Source: an optimization exercise on an open RTL-to-GDS flow (aim: small area, a short achievable clock period and few clock cycles per item). Production flows keep margins and buffers that such runs may drop. RTL that was checked went through simulation tests only; none was proved equivalent to the original. Only the layout flow was run in run 1; the RTL was not checked for function there.

## flow/design.v (module list and top-level ports; edited modules follow where they fit)
// module mult_mac16: 1315 lines
// module md_add51: 25 lines
// module div_serial: 113 lines
// module div_step: 13 lines
// module div_step2: 20 lines
// module multdiv_fast: 67 lines
module multdiv_fast (
	input  logic                  clk_i,
	input  logic                  rst_ni,
	input  logic                  mult_en_i,
	input  logic                  div_en_i,
	input  logic [1:0]            op_i,
	input  logic [1:0]            signed_mode_i,
	input  logic [32-1:0]   op_a_i,
	input  logic [32-1:0]   op_b_i,
	output logic [32-1:0]   result_o,
	output logic                  valid_o
);
  // ...
==> flow/flow/run.sh <==
#!/bin/bash
# The standard layout (standard.sh), with one change: the port buffers
# that buffer_ports inserts are buf_4 cells rather than its default pick, a
# slow delay buffer. Each tool's output goes to standard.log here.
set -euo pipefail
cd "$(dirname "$0")/.."
export BUFFER_PORTS_ARGS="-buffer_cell sky130_fd_sc_hd__buf_4"
bash standard.sh > standard.log 2>&1
==> flow/standard.sh <==
#!/bin/bash
# synth_recipe.tcl (not shown) runs the flow's synth.tcl, then flattens the netlist and writes it again
# the make line also repeats each setting of config.mk as NAME=value (left out here)
make -C /OpenROAD-flow-scripts/flow DESIGN_CONFIG=/design/flow/config.mk WORK_HOME=/design/flow/orfs CLKGATE_MAP_FILE= SYNTH_SCRIPT=/design/flow/synth_recipe.tcl "${@:-finish}"
==> flow/config.mk <==
export PLATFORM = sky130hd
export DESIGN_NAME = multdiv_fast
export DESIGN_NICKNAME = multdiv_fast
export VERILOG_FILES = /design/flow/design.v
export SDC_FILE = /design/flow/constraint.sdc
export NUM_CORES = 4
export LEC_CHECK = 0
export CAP_MARGIN = 20
export CORE_MARGIN = 5
export CORE_UTILIZATION = 45
export PLACE_DENSITY = 0.65
export SETUP_SLACK_MARGIN = 0.15
export SLEW_MARGIN = 20
export SYNTH_HIERARCHICAL = 1
==> flow/constraint.sdc <==
create_clock -name core_clock -period 12.0 [get_ports {clk_i}]
set_input_delay 2.4000 -clock core_clock [delete_from_list [all_inputs] [get_ports {clk_i}]]
set_output_delay 2.4000 -clock core_clock [all_outputs]
set_load 0.01 [all_outputs]
==> results.yml, run 1 <==
run_status:
  status: "complete, no violations"
setup_path:
  worstSetupStartpoint: "op_b_i[19]"
  end_kind: "primary output"
  crit_type: "in -> out"
  critical_path.endpoint: "result_o[24]"
  cp_slowest_cell: "fa_1"
  crit_top_cell: "fa_1"
  reg2reg_depth: 51
  cp-start-kind: "primary input"
  rr_startpoint: "shr_q[0]"
route:
  wl_per_cell_um: 26.5
  routed_wl_um: 161000
  drt_iter0_drc: 5120
floorplanning:
  die_area_mm2: 0.0873
  n_tap_cell: 1060
finish:
  syn2layout_area_growth_pct: 14.5
  buffers: 646
  clock_area_frac: 0.00736
  multi_input_cells: 3816
  largest_register: "shr_q"
  final_common_cell: "buf_4"
  multi_input_area_mm2: 0.0303
  num-clock-buffers: 10
clock_tree:
  tritoncts: "built"
  clock_latency_ps: 380
  cts_resized: 1
  htree_levels: 3
sta:
  final-setup-viol-count: 0
  fin_hold_ws_ps: 631
  rsz0062_at_grt: "yes"
  period_needed_ps: 11730
job:
  drv_cap: 0
yosys:
  syn_area_mm2: 0.0367
worst_hold_path:
  hold_path.class: "reg -> reg"
==> module div_serial, before the edit <==
module div_serial (
	input  logic                  clk_i,
	input  logic                  rst_ni,
	input  logic                  en_i,
	input  multdiv_pkg::md_req_t  req_i,
	input  logic [63:0]           shr_q,     
	output logic [63:0]           step_d,    
	output logic [31:0]           init_d,    
	output logic                  busy_o,
	output logic [32-1:0]   result_o,
	output logic                  valid_o
);
	localparam int STEPS = 4;
	localparam int DW    = 32 + STEPS - 1;
	logic                busy_q;
	logic [3:0]          cnt_q;
	logic [31:0]         rem_q;
	logic [DW-1:0]       den_q;
	logic [31:0]         quo_q;
	assign rem_q = shr_q[31:0];
	assign quo_q = shr_q[63:32];
	logic                sign_a;
	logic                sign_b;
	logic                is_div;
	logic [31:0]         abs_a;
	logic [31:0]         abs_b;
	logic [5:0]          len_a;
	logic [5:0]          len_b;
	logic [4:0]          diff;
	logic [5:0]          shamt;
	logic [3:0]          cnt_init;
	logic                div_by_zero;
	logic                a_shorter;
	logic [31:0]         rem_n;
	logic [31:0]         quo_n;
	logic [31:0]         rem_l;
	logic [31:0]         quo_l;
	logic [31:0]         res_mag;
	logic                res_neg;
	assign is_div      = (req_i.op == multdiv_pkg::MD_OP_DIV);
	assign sign_a      = req_i.signed_mode[0] & req_i.op_a[31];
	assign sign_b      = req_i.signed_mode[1] & req_i.op_b[31];
	assign abs_a       = sign_a ? -req_i.op_a : req_i.op_a;
	assign abs_b       = sign_b ? -req_i.op_b : req_i.op_b;
	assign div_by_zero = (req_i.op_b == '0);
	always_comb begin
		len_a = '0;
		len_b = '0;
		for (int i = 0; i < 32; i++) begin
			if (abs_a[i]) len_a = 6'(i + 1);
			if (abs_b[i]) len_b = 6'(i + 1);
		end
	end
	assign a_shorter = (len_a < len_b);
	assign diff      = 5'(len_a - len_b);
	assign cnt_init  = 4'((6'(diff) + 6'd2) >> 2);
	assign shamt     = {cnt_init, 2'b01};
	logic [31:0] rem_s [STEPS+1];
	logic [STEPS-1:0] ge_s;
	assign rem_s[0] = rem_q;
	for (genvar j = 0; j < STEPS; j += 2) begin : g_step
		div_step2 #(.DW(DW)) u_step (
			.rem_i (rem_s[j]),
			.den_i (den_q >> j),
			.rem_h (rem_s[j+1]),
			.rem_o (rem_s[j+2]),
			.ge_o  (ge_s[STEPS-1-j -: 2])
		);
	end
	assign rem_n = rem_s[STEPS];
	assign quo_n = {quo_q[31-STEPS:0], ge_s};
	assign rem_l = rem_s[2];
	assign quo_l = {quo_q[29:0], ge_s[STEPS-1:STEPS-2]};
	assign res_neg = is_div ? (sign_a ^ sign_b) : sign_a;
	assign res_mag = is_div ? quo_l : rem_l;
	always_comb begin
		if (!en_i) begin
			result_o = '0;
		end else if (busy_q) begin
			result_o = res_neg ? -res_mag : res_mag;
		end else if (div_by_zero) begin
			result_o = is_div ? '1 : req_i.op_a;
		end else begin
			result_o = is_div ? '0 : req_i.op_a;
		end
	end
	assign valid_o = en_i & (busy_q ? (cnt_q == '0) : (div_by_zero | a_shorter));
	always_ff @(posedge clk_i or negedge rst_ni) begin
		if (!rst_ni) begin
			busy_q <= 1'b0;
		end else if (en_i) begin
			if (busy_q) begin
				busy_q <= (cnt_q != '0);
			end else begin
				busy_q <= ~(div_by_zero | a_shorter);
			end
		end
	end
	always_ff @(posedge clk_i) begin
		if (en_i) begin
			if (busy_q) begin
				cnt_q <= cnt_q - 4'd1;
				den_q <= den_q >> STEPS;
			end else begin
				cnt_q <= cnt_init;
				den_q <= DW'(abs_b) << shamt;
			end
		end
	end
	assign busy_o = busy_q;
	assign step_d = {quo_n, rem_n};
	assign init_d = abs_a;
endmodule
==> module multdiv_fast, before the edit <==
module multdiv_fast (
	input  logic                  clk_i,
	input  logic                  rst_ni,
	input  logic                  mult_en_i,
	input  logic                  div_en_i,
	input  logic [1:0]            op_i,
	input  logic [1:0]            signed_mode_i,
	input  logic [32-1:0]   op_a_i,
	input  logic [32-1:0]   op_b_i,
	output logic [32-1:0]   result_o,
	output logic                  valid_o
);
	multdiv_pkg::md_req_t req_i;
	assign req_i.op          = multdiv_pkg::md_op_e'(op_i);
	assign req_i.signed_mode = signed_mode_i;
	assign req_i.op_a        = op_a_i;
	assign req_i.op_b        = op_b_i;
	logic [32-1:0] mult_result;
	logic [32-1:0] div_result;
	logic                mult_valid;
	logic                div_valid;
	logic [63:0]         shr_q;
	logic [50:0]         acc_d;
	logic                acc_we;
	logic [63:0]         div_step_d;
	logic [31:0]         div_init_d;
	logic                div_busy;
	logic                sel_mult;
	logic                sel_init;
	logic                sel_step;
	assign sel_mult = ~div_en_i;
	assign sel_init = div_en_i & ~div_busy;
	assign sel_step = div_en_i &  div_busy;
	always_ff @(posedge clk_i) begin
		if (div_en_i | acc_we) begin
			shr_q <= ({64{sel_mult}} & {13'd0, acc_d})
				| ({64{sel_init}} & {32'd0, div_init_d})
				| ({64{sel_step}} & div_step_d);
		end
	end
	mult_mac16 u_mult (
		.clk_i    (clk_i),
		.rst_ni   (rst_ni),
		.en_i     (mult_en_i),
		.req_i    (req_i),
		.acc_q    (shr_q[50:0]),
		.acc_d    (acc_d),
		.acc_we   (acc_we),
		.other_i  (div_result),
		.result_o (mult_result),
		.valid_o  (mult_valid)
	);
	div_serial u_div (
		.clk_i    (clk_i),
		.rst_ni   (rst_ni),
		.en_i     (div_en_i),
		.req_i    (req_i),
		.shr_q    (shr_q),
		.step_d   (div_step_d),
		.init_d   (div_init_d),
		.busy_o   (div_busy),
		.result_o (div_result),
		.valid_o  (div_valid)
	);
	assign result_o = mult_result;
	assign valid_o  = mult_valid | div_valid;
endmodule
==> inputs of run 2 (changes only) <==
--- a/flow/design.v
+++ b/flow/design.v
@@ -13,54 +13,46 @@
 	} md_req_t;
 endpackage
 `timescale 1ns/1ps
 module mult_mac16 (
 	input  logic                  clk_i,
 	input  logic                  rst_ni,
 	input  logic                  en_i,
 	input  multdiv_pkg::md_req_t  req_i,
-	input  logic [50:0]           acc_q,     
-	output logic [50:0]           acc_d,
-	output logic                  acc_we,
-	input  logic [32-1:0]   other_i,   
-	output logic [32-1:0]   result_o,  
+	output logic [32-1:0]   result_o,
 	output logic                  valid_o
 );
 	localparam int ROWS = 9;
 	localparam int W    = 51;
 	logic          pass_q;
+	logic [W-1:0]  acc_q;
 	logic [32:0]   ext_a;
 	logic [32:0]   ext_b;
 	logic          fits_b;
 	logic [18:0]   win;      
 	logic [33:0]   pp0, pp1, pp2, pp3, pp4, pp5, pp6, pp7, pp8;
 	logic [ROWS-1:0] neg;
 	logic [W-1:0]  mac_res;
 	logic          is_mull;
 	assign is_mull = (req_i.op == multdiv_pkg::MD_OP_MULL);
 	assign ext_a   = {req_i.signed_mode[0] & req_i.op_a[31], req_i.op_a};
 	assign ext_b   = {req_i.signed_mode[1] & req_i.op_b[31], req_i.op_b};
 	assign fits_b = (ext_b[32:17] == '0) | (ext_b[32:17] == '1);
 	assign win = pass_q ? {{3{ext_b[32]}}, ext_b[32:17]} : {ext_b[17:0], 1'b0};
 	logic [33:0] pps [ROWS];
 	always_comb begin
 		for (int j = 0; j < ROWS; j++) begin
-			logic one, two, pos1, neg1, pos2, neg2;
-			logic [33:0] x1, x2;
+			logic one, two;
+			logic [33:0] mag;
 			one    = win[2*j+1] ^ win[2*j];
 			two    = (win[2*j+2] & ~win[2*j+1] & ~win[2*j]) | (~win[2*j+2] & win[2*j+1] & win[2*j]);
-			pos1   = one & ~win[2*j+2];
-			neg1   = one &  win[2*j+2];
-			pos2   = two & ~win[2*j+2];
-			neg2   = two &  win[2*j+2];
-			neg[j] = neg1 | neg2;
-			x1     = {ext_a[32], ext_a};
-			x2     = {ext_a, 1'b0};
-			pps[j] = ({34{pos1}} & x1) | ({34{neg1}} & ~x1) | ({34{pos2}} & x2) | ({34{neg2}} & ~x2);
+			neg[j] = win[2*j+2];
+			mag    = ({34{one}} & {ext_a[32], ext_a}) | ({34{two}} & {ext_a, 1'b0});
+			pps[j] = mag ^ {34{neg[j]}};
 		end
 	end
 	assign pp0 = pps[0];
 	assign pp1 = pps[1];
 	assign pp2 = pps[2];
 	assign pp3 = pps[3];
 	assign pp4 = pps[4];
 	assign pp5 = pps[5];
@@ -1297,89 +1289,73 @@
 	assign sum_a[47] = c558;
 	assign sum_b[47] = s559;
 	assign sum_a[48] = c560;
 	assign sum_b[48] = s561;
 	assign sum_a[49] = c562;
 	assign sum_b[49] = s563;
 	assign sum_a[50] = c564;
 	assign sum_b[50] = s565;
-	md_add51 u_add (
-		.a_i (sum_a),
-		.b_i (sum_b),
-		.s_o (mac_res)
-	);
+	logic [W-1:0] kg [7];
+	logic [W-1:0] kp [7];
+	always_comb begin
+		kg[0] = sum_a & sum_b;
+		kp[0] = sum_a ^ sum_b;
+		for (int l = 0; l < 6; l++) begin
+			for (int i = 0; i < W; i++) begin
+				if (i >= (1 << l)) begin
+					kg[l+1][i] = kg[l][i] | (kp[l][i] & kg[l][i - (1 << l)]);
+					kp[l+1][i] = kp[l][i] & kp[l][i - (1 << l)];
+				end else begin
+					kg[l+1][i] = kg[l][i];
+					kp[l+1][i] = kp[l][i];
+				end
+			end
+		end
+	end
+	assign mac_res = kp[0] ^ {kg[6][W-2:0], 1'b0};
 	logic sel_p0l, sel_p0h, sel_p1l, sel_p1h;
-	assign sel_p0l = en_i & ~pass_q &  is_mull;
-	assign sel_p0h = en_i & ~pass_q & ~is_mull;
-	assign sel_p1l = en_i &  pass_q &  is_mull;
-	assign sel_p1h = en_i &  pass_q & ~is_mull;
+	assign sel_p0l = ~pass_q &  is_mull;
+	assign sel_p0h = ~pass_q & ~is_mull;
+	assign sel_p1l =  pass_q &  is_mull;
+	assign sel_p1h =  pass_q & ~is_mull;
 	assign result_o = ({32{sel_p0l}} & mac_res[31:0])
 		| ({32{sel_p0h}} & {{13{mac_res[W-1]}}, mac_res[W-1:32]})
 		| ({32{sel_p1l}} & {mac_res[13:0], acc_q[17:0]})
-		| ({32{sel_p1h}} & mac_res[45:14])
-		| other_i;
+		| ({32{sel_p1h}} & mac_res[45:14]);
 	assign valid_o = en_i & (fits_b | pass_q);
 	always_ff @(posedge clk_i or negedge rst_ni) begin
 		if (!rst_ni) begin
 			pass_q <= 1'b0;
 		end else if (en_i) begin
 			pass_q <= ~(fits_b | pass_q);
 		end
 	end
-	assign acc_d  = mac_res;
-	assign acc_we = en_i & ~pass_q;
-endmodule
-module md_add51 (
-	input  logic [50:0] a_i,
-	input  logic [50:0] b_i,
-	output logic [50:0] s_o
-);
-	localparam int W = 51;
-	logic [W-1:0] kg [7];
-	logic [W-1:0] kp [7];
-	always_comb begin
-		kg[0] = a_i & b_i;
-		kp[0] = a_i ^ b_i;
-		for (int l = 0; l < 6; l++) begin
-			for (int i = 0; i < W; i++) begin
-				if (i & (1 << l)) begin
-					kg[l+1][i] = kg[l][i] | (kp[l][i] & kg[l][((i >> l) << l) - 1]);
-					kp[l+1][i] = kp[l][i] & kp[l][((i >> l) << l) - 1];
-				end else begin
-					kg[l+1][i] = kg[l][i];
-					kp[l+1][i] = kp[l][i];
-				end
-			end
+	always_ff @(posedge clk_i) begin
+		if (en_i & ~pass_q) begin
+			acc_q <= mac_res;
 		end
 	end
-	assign s_o = kp[0] ^ {kg[6][W-2:0], 1'b0};
 endmodule
 `timescale 1ns/1ps
 module div_serial (
 	input  logic                  clk_i,
 	input  logic                  rst_ni,
 	input  logic                  en_i,
 	input  multdiv_pkg::md_req_t  req_i,
-	input  logic [63:0]           shr_q,     
-	output logic [63:0]           step_d,    
-	output logic [31:0]           init_d,    
-	output logic                  busy_o,
 	output logic [32-1:0]   result_o,
 	output logic                  valid_o
 );
 	localparam int STEPS = 4;
 	localparam int DW    = 32 + STEPS - 1;
 	logic                busy_q;
 	logic [3:0]          cnt_q;
 	logic [31:0]         rem_q;
 	logic [DW-1:0]       den_q;
 	logic [31:0]         quo_q;
-	assign rem_q = shr_q[31:0];
-	assign quo_q = shr_q[63:32];
 	logic                sign_a;
 	logic                sign_b;
 	logic                is_div;
 	logic [31:0]         abs_a;
 	logic [31:0]         abs_b;
 	logic [5:0]          len_a;
 	logic [5:0]          len_b;
 	logic [4:0]          diff;
@@ -1409,35 +1385,32 @@
 	end
 	assign a_shorter = (len_a < len_b);
 	assign diff      = 5'(len_a - len_b);
 	assign cnt_init  = 4'((6'(diff) + 6'd2) >> 2);
 	assign shamt     = {cnt_init, 2'b01};
 	logic [31:0] rem_s [STEPS+1];
 	logic [STEPS-1:0] ge_s;
 	assign rem_s[0] = rem_q;
-	for (genvar j = 0; j < STEPS; j += 2) begin : g_step
-		div_step2 #(.DW(DW)) u_step (
+	for (genvar j = 0; j < STEPS; j++) begin : g_step
+		div_step #(.DW(DW)) u_step (
 			.rem_i (rem_s[j]),
 			.den_i (den_q >> j),
-			.rem_h (rem_s[j+1]),
-			.rem_o (rem_s[j+2]),
-			.ge_o  (ge_s[STEPS-1-j -: 2])
+			.rem_o (rem_s[j+1]),
+			.ge_o  (ge_s[STEPS-1-j])
 		);
 	end
 	assign rem_n = rem_s[STEPS];
 	assign quo_n = {quo_q[31-STEPS:0], ge_s};
 	assign rem_l = rem_s[2];
 	assign quo_l = {quo_q[29:0], ge_s[STEPS-1:STEPS-2]};
 	assign res_neg = is_div ? (sign_a ^ sign_b) : sign_a;
 	assign res_mag = is_div ? quo_l : rem_l;
 	always_comb begin
-		if (!en_i) begin
-			result_o = '0;
-		end else if (busy_q) begin
+		if (busy_q) begin
 			result_o = res_neg ? -res_mag : res_mag;
 		end else if (div_by_zero) begin
 			result_o = is_div ? '1 : req_i.op_a;
 		end else begin
 			result_o = is_div ? '0 : req_i.op_a;
 		end
 	end
 	assign valid_o = en_i & (busy_q ? (cnt_q == '0) : (div_by_zero | a_shorter));
@@ -1451,60 +1424,41 @@
 				busy_q <= ~(div_by_zero | a_shorter);
 			end
 		end
 	end
 	always_ff @(posedge clk_i) begin
 		if (en_i) begin
 			if (busy_q) begin
 				cnt_q <= cnt_q - 4'd1;
+				rem_q <= rem_n;
+				quo_q <= quo_n;
 				den_q <= den_q >> STEPS;
 			end else begin
 				cnt_q <= cnt_init;
+				rem_q <= abs_a;
+				quo_q <= '0;
 				den_q <= DW'(abs_b) << shamt;
 			end
 		end
 	end
-	assign busy_o = busy_q;
-	assign step_d = {quo_n, rem_n};
-	assign init_d = abs_a;
 endmodule
 module div_step #(
 	parameter int DW = 35
 ) (
 	input  logic [31:0]   rem_i,
 	input  logic [DW-1:0] den_i,
 	output logic [31:0]   rem_o,
 	output logic          ge_o
 );
 	logic [32:0] sub;
 	assign sub   = {1'b0, rem_i} - {1'b0, den_i[31:0]};
 	assign ge_o  = (den_i[DW-1:32] == '0) && !sub[32];
 	assign rem_o = ge_o ? sub[31:0] : rem_i;
 endmodule
-module div_step2 #(
-	parameter int DW = 35
-) (
-	input  logic [31:0]   rem_i,
-	input  logic [DW-1:0] den_i,
-	output logic [31:0]   rem_h,     
-	output logic [31:0]   rem_o,
-	output logic [1:0]    ge_o       
-);
-	logic [32:0] sub0;
-	logic [32:0] sub1;
-	logic [DW-1:0] den1;
-	assign den1 = den_i >> 1;
-	assign sub0     = {1'b0, rem_i} - {1'b0, den_i[31:0]};
-	assign ge_o[1]  = (den_i[DW-1:32] == '0) && !sub0[32];
-	assign rem_h    = ge_o[1] ? sub0[31:0] : rem_i;
-	assign sub1     = {1'b0, rem_h} - {1'b0, den1[31:0]};
-	assign ge_o[0]  = (den1[DW-1:32] == '0) && !sub1[32];
-	assign rem_o    = ge_o[0] ? sub1[31:0] : rem_h;
-endmodule
 `timescale 1ns/1ps
 module multdiv_fast (
 	input  logic                  clk_i,
 	input  logic                  rst_ni,
 	input  logic                  mult_en_i,
 	input  logic                  div_en_i,
 	input  logic [1:0]            op_i,
 	input  logic [1:0]            signed_mode_i,
@@ -1517,54 +1471,27 @@
 	assign req_i.op          = multdiv_pkg::md_op_e'(op_i);
 	assign req_i.signed_mode = signed_mode_i;
 	assign req_i.op_a        = op_a_i;
 	assign req_i.op_b        = op_b_i;
 	logic [32-1:0] mult_result;
 	logic [32-1:0] div_result;
 	logic                mult_valid;
 	logic                div_valid;
-	logic [63:0]         shr_q;
-	logic [50:0]         acc_d;
-	logic                acc_we;
-	logic [63:0]         div_step_d;
-	logic [31:0]         div_init_d;
-	logic                div_busy;
-	logic                sel_mult;
-	logic                sel_init;
-	logic                sel_step;
-	assign sel_mult = ~div_en_i;
-	assign sel_init = div_en_i & ~div_busy;
-	assign sel_step = div_en_i &  div_busy;
-	always_ff @(posedge clk_i) begin
-		if (div_en_i | acc_we) begin
-			shr_q <= ({64{sel_mult}} & {13'd0, acc_d})
-				| ({64{sel_init}} & {32'd0, div_init_d})
-				| ({64{sel_step}} & div_step_d);
-		end
-	end
 	mult_mac16 u_mult (
 		.clk_i    (clk_i),
 		.rst_ni   (rst_ni),
 		.en_i     (mult_en_i),
 		.req_i    (req_i),
-		.acc_q    (shr_q[50:0]),
-		.acc_d    (acc_d),
-		.acc_we   (acc_we),
-		.other_i  (div_result),
 		.result_o (mult_result),
 		.valid_o  (mult_valid)
 	);
 	div_serial u_div (
 		.clk_i    (clk_i),
 		.rst_ni   (rst_ni),
 		.en_i     (div_en_i),
 		.req_i    (req_i),
-		.shr_q    (shr_q),
-		.step_d   (div_step_d),
-		.init_d   (div_init_d),
-		.busy_o   (div_busy),
 		.result_o (div_result),
 		.valid_o  (div_valid)
 	);
-	assign result_o = mult_result;
+	assign result_o = ({32{div_en_i}} & div_result) | ({32{mult_en_i}} & mult_result);
 	assign valid_o  = mult_valid | div_valid;
 endmodule
==> flow/run.sh (new file) <==
#!/bin/bash
# synth_recipe.tcl (not shown) runs the flow's synth.tcl, then flattens the netlist and writes it again
# the make line also repeats each setting of config.mk as NAME=value (left out here)
make -C /OpenROAD-flow-scripts/flow DESIGN_CONFIG=/design/flow/config.mk WORK_HOME=/design/flow/orfs CLKGATE_MAP_FILE= SYNTH_SCRIPT=/design/flow/synth_recipe.tcl finish
==> flow/config.mk (replaced) <==
export PLATFORM = sky130hd
export DESIGN_NAME = multdiv_fast
export DESIGN_NICKNAME = multdiv_fast
export VERILOG_FILES = /design/flow/design.v
export SDC_FILE = /design/flow/constraint.sdc
export NUM_CORES = 4
export LEC_CHECK = 0
export CAP_MARGIN = 20
export CORE_MARGIN = 5
export CORE_UTILIZATION = 35
export PLACE_DENSITY = 0.55
export SLEW_MARGIN = 20
export SYNTH_HIERARCHICAL = 1
removed: flow/flow/run.sh
removed: flow/standard.sh
==> run 2 against run 1 <==
Net effect: first-iteration DRC count decreased by 9.3%; setup slack got worse by 64 ps; hold slack got worse by 73 ps; critical path depth increased by 2; cell area increased by 22%; sequential cell count increased by 51; routed wire length increased by 13%; clock skew increased by 9.6 ps; cell count increased by 25%; highest routed layer unchanged; synthesized cell count increased by 15%; largest cell class unchanged.
==> results.yml, run 2 <==
sta:
  period_needed_ps: 11800
  tightest_slew_ps: 987
  slew-limit-headroom: 0.337
  rsz0062_at_grt: "yes"
  skew_ps: 23.1
  slew_violations: 0
  fmax_mhz: 84.8
  fin_tns_setup_ps: 0
  hold_viol_final: 0
  worst_slack_ps: 202
  period_share: 0.983
  fin_hold_ws_ps: 559
  final-setup-viol-count: 0
setup_path:
  crit_family: "adder cells"
  regToRegEndpoint: "u_div.rem_q[8]"
  rrSetupSlack_ps: 540
  cp.arrival_ps: 9400
  crit_type: "in -> out"
  worstSetupStartpoint: "op_b_i[3]"
  reg2reg_depth: 48
  cp-start-kind: "primary input"
  critPathMaxFanout: 11
  crit_buf_inv: 10
  crit_top_cell: "buf_4"
  end_kind: "primary output"
  cp_slowest_cell: "fa_1"
  cp_num_cells: 28
  rr_startpoint: "u_div.rem_q[0]"
  cp.required_ps: 9600
  critical_path.endpoint: "result_o[10]"
  cpPeakStageDelay_ps: 540
global_routing:
  grt_pass1_vias: 42400
  overflow: 0
  grt_pass1_wl_um: 271000
  antenna_found_initial: 6
  gr-usage-all-layers: 0.282
  grt_max_degree: 103
floorplanning:
  die_area_mm2: 0.124
  io_pins: 105
  floorplan.rows: 125
  die_h_um: 352
  core_area_mm2: 0.116
  start_util: 0.353
  die_x_um: 352
yosys:
  synth_top_area_frac: 0.119
  yosys-top-cells-area: "fa_1 (12%), edfxtp_1 (11%), ha_1 (7.0%), a21oi_1 (5.5%), nor2_1 (5.0%)"
  synth_flop_cell: "edfxtp_1"
  synthArstFlopShare: 0.0130
  syn_area_mm2: 0.0410
  synth_cells: 5475
  synth.distinct_cells: 116
  synth_edf_count: 152
  ys_seq_area_frac: 0.113
  synth_common_cells: "nor2_1 (542), inv_1 (535), nand2_1 (475), a21oi_1 (454), clkbuf_1 (392)"
  ys_ff_latch: 154
  ys_warn_count: 13
  synth_top_cell_by_area: "fa_1"
  synth_most_common_cell: "nor2_1"
  avgSynthCellArea_um2: 7.49
clock_tree:
  clk_pin_slew_ps: 90
  htree_levels: 4
  root_buffer: "clkbuf_16"
  clock_latency_ps: 500
  cts_buffer_depth: 2
  tritoncts: "built"
  cts_buffers: 17
  cts.sinks: 154
finish:
  syn2layout_area_growth_pct: 25.0
  drive_gt1_frac: 0.232
  most-common-layout-cells: "buf_4 (828), inv_1 (530), nor2_1 (522)"
  largest_register: "u_mult.acc_q"
  final_common_cell: "buf_4"
  nets: 6595
  largest_reg_flops: 51
  largestRegisters: "u_mult.acc_q x51, u_div.den_q x35, u_div.rem_q x32"
route:
  drt_iter0_drc: 4645
  drtAntennaViolNets: 0
  drtPass1Iterations: 6
  routed_wl_um: 183000
  avgViaCountPerCell: 5.86
  drcViolationCount: 0
  wl_per_cell_um: 24.1
  num_vias: 44500
placed_design:
  place_congestion: 0.949
  hpwl_um: 148000
  pre_cts_ws_ps: -598
  io_buffers: 104
job:
  drv_cap: 0
worst_hold_path:
  hold_path.class: "reg -> reg"
run_status:
  status: "complete, no violations"
==> run 2: kinds of logic after synthesis <==
| logic type | after synthesis | synth area share |
|---|---|---|
| AO/OA/AOI/OAI | 1743 | 0.285 |
| XOR/XNOR | 291 | 0.0636 |
| adder cells (fa/ha/maj) | 475 | 0.189 |
| buffers and inverters | 1006 | 0.0994 |
| flip-flops | 154 | 0.113 |
| multiplexers | 246 | 0.0770 |
| other | 1 | 0.0000915 |
| AND/OR/NAND/NOR | 1559 | 0.173 |
==> run 2: per-layer routing <==
metal  GRT usage  share of wire
met5           0       0.000071
met4       0.160          0.070
met3      0.0289          0.063
met2       0.473           0.47
met1       0.354           0.40
==> run 2: worst register-to-register path, delay by kind of cell (launching register included) <==
family	cells	cell delay, ps
fa+ha+maj	6	2000
compound gates	22	5060
flops	1	320
mux	5	1700
simple gates	6	860
buf+inv	9	1290
==> run 2: repair_timing <==
item	CTS	global route
cloned	0	1
buffers inserted	17	11
hold buffers	0	0
gates resized for setup	149	190
setup endpoints to repair	31	47
pin swaps	37	84
==> run 2: stage by stage <==
step / std cells / utilization / cell area (µm²)
after floorplan: 5480 / - / 41000
after global placement: 7528 / 0.423 / 49200
after detailed placement: 7528 / 0.423 / 49200
after CTS: 7577 / 0.434 / 50400
after global routing: 7589 / 0.441 / 51200
final: 7591 / 0.441 / 51200
==> run 2: cell type report <==
cell class	count	area, µm²
fillers	11900	65000
repair buffers	1011	8550
inverters	548	2100
clock buffers	17	425
diodes	2	5.00
clock inverters	15	150
flip-flops and latches	154	4620
well taps	1524	1910
multi-input cells	4320	33500
==> run 2: how the worst min path moves through the flow <==
stage	endpoint	depth (start not counted)	slack, ps	startpoint
global route	u_div.quo_q[27]	1	590	u_div.quo_q[23]
CTS	u_div.quo_q[27]	1	570	u_div.quo_q[23]
global placement	u_div.quo_q[20]	1	550	u_div.quo_q[16]
finish	u_div.quo_q[27]	1	560	u_div.quo_q[23]
floorplan	u_div.quo_q[15]	1	530	u_div.quo_q[11]
detailed placement	u_div.quo_q[20]	1	550	u_div.quo_q[16]
==> run 2: Yosys stat by module, one instance, submodules excluded, excerpt <==
module,flip-flops and latches,cell area [µm²],cells,times used
multdiv_fast,0,357,39,1
mult_mac16,52,21200,3018,1
div_serial,102,9930,1134,1
Testbench counts of run 2, summed over its fixed seeds: cycles 6,276, items 3,200.

==> what the ideal ports hide <==
The flow's constraints put no driver on any port. The routed layouts listed below were extracted and timed again, unchanged, in two steps.
Step 1, drivers: a clkbuf_16 drives clk_i and a buf_2 each remaining input, both assumed.
Step 2, shift: input delay + t, output delay - t, t = (earliest + latest rising clock arrival at the registers) / 2. This alone moves slack from input paths to output paths.
a / b / c = ideal / step 1 / step 2; a / b = the first two.
run | t (ns) | slack for setup (ns) | worst setup path after step 2 | worst slew at a driven data input, ns
run 1 | 0.422 | 0.266 / 0.242 / 0.242 | input to output | 0.06
run 2 | 0.553 | 0.202 / 0.171 / 0.171 | input to output | 0.10
After both steps setup and hold are still met in every run listed. The setup slack of run 2, which loses most, moves by -0.031 ns with the drivers and by -0.031 ns with both steps.
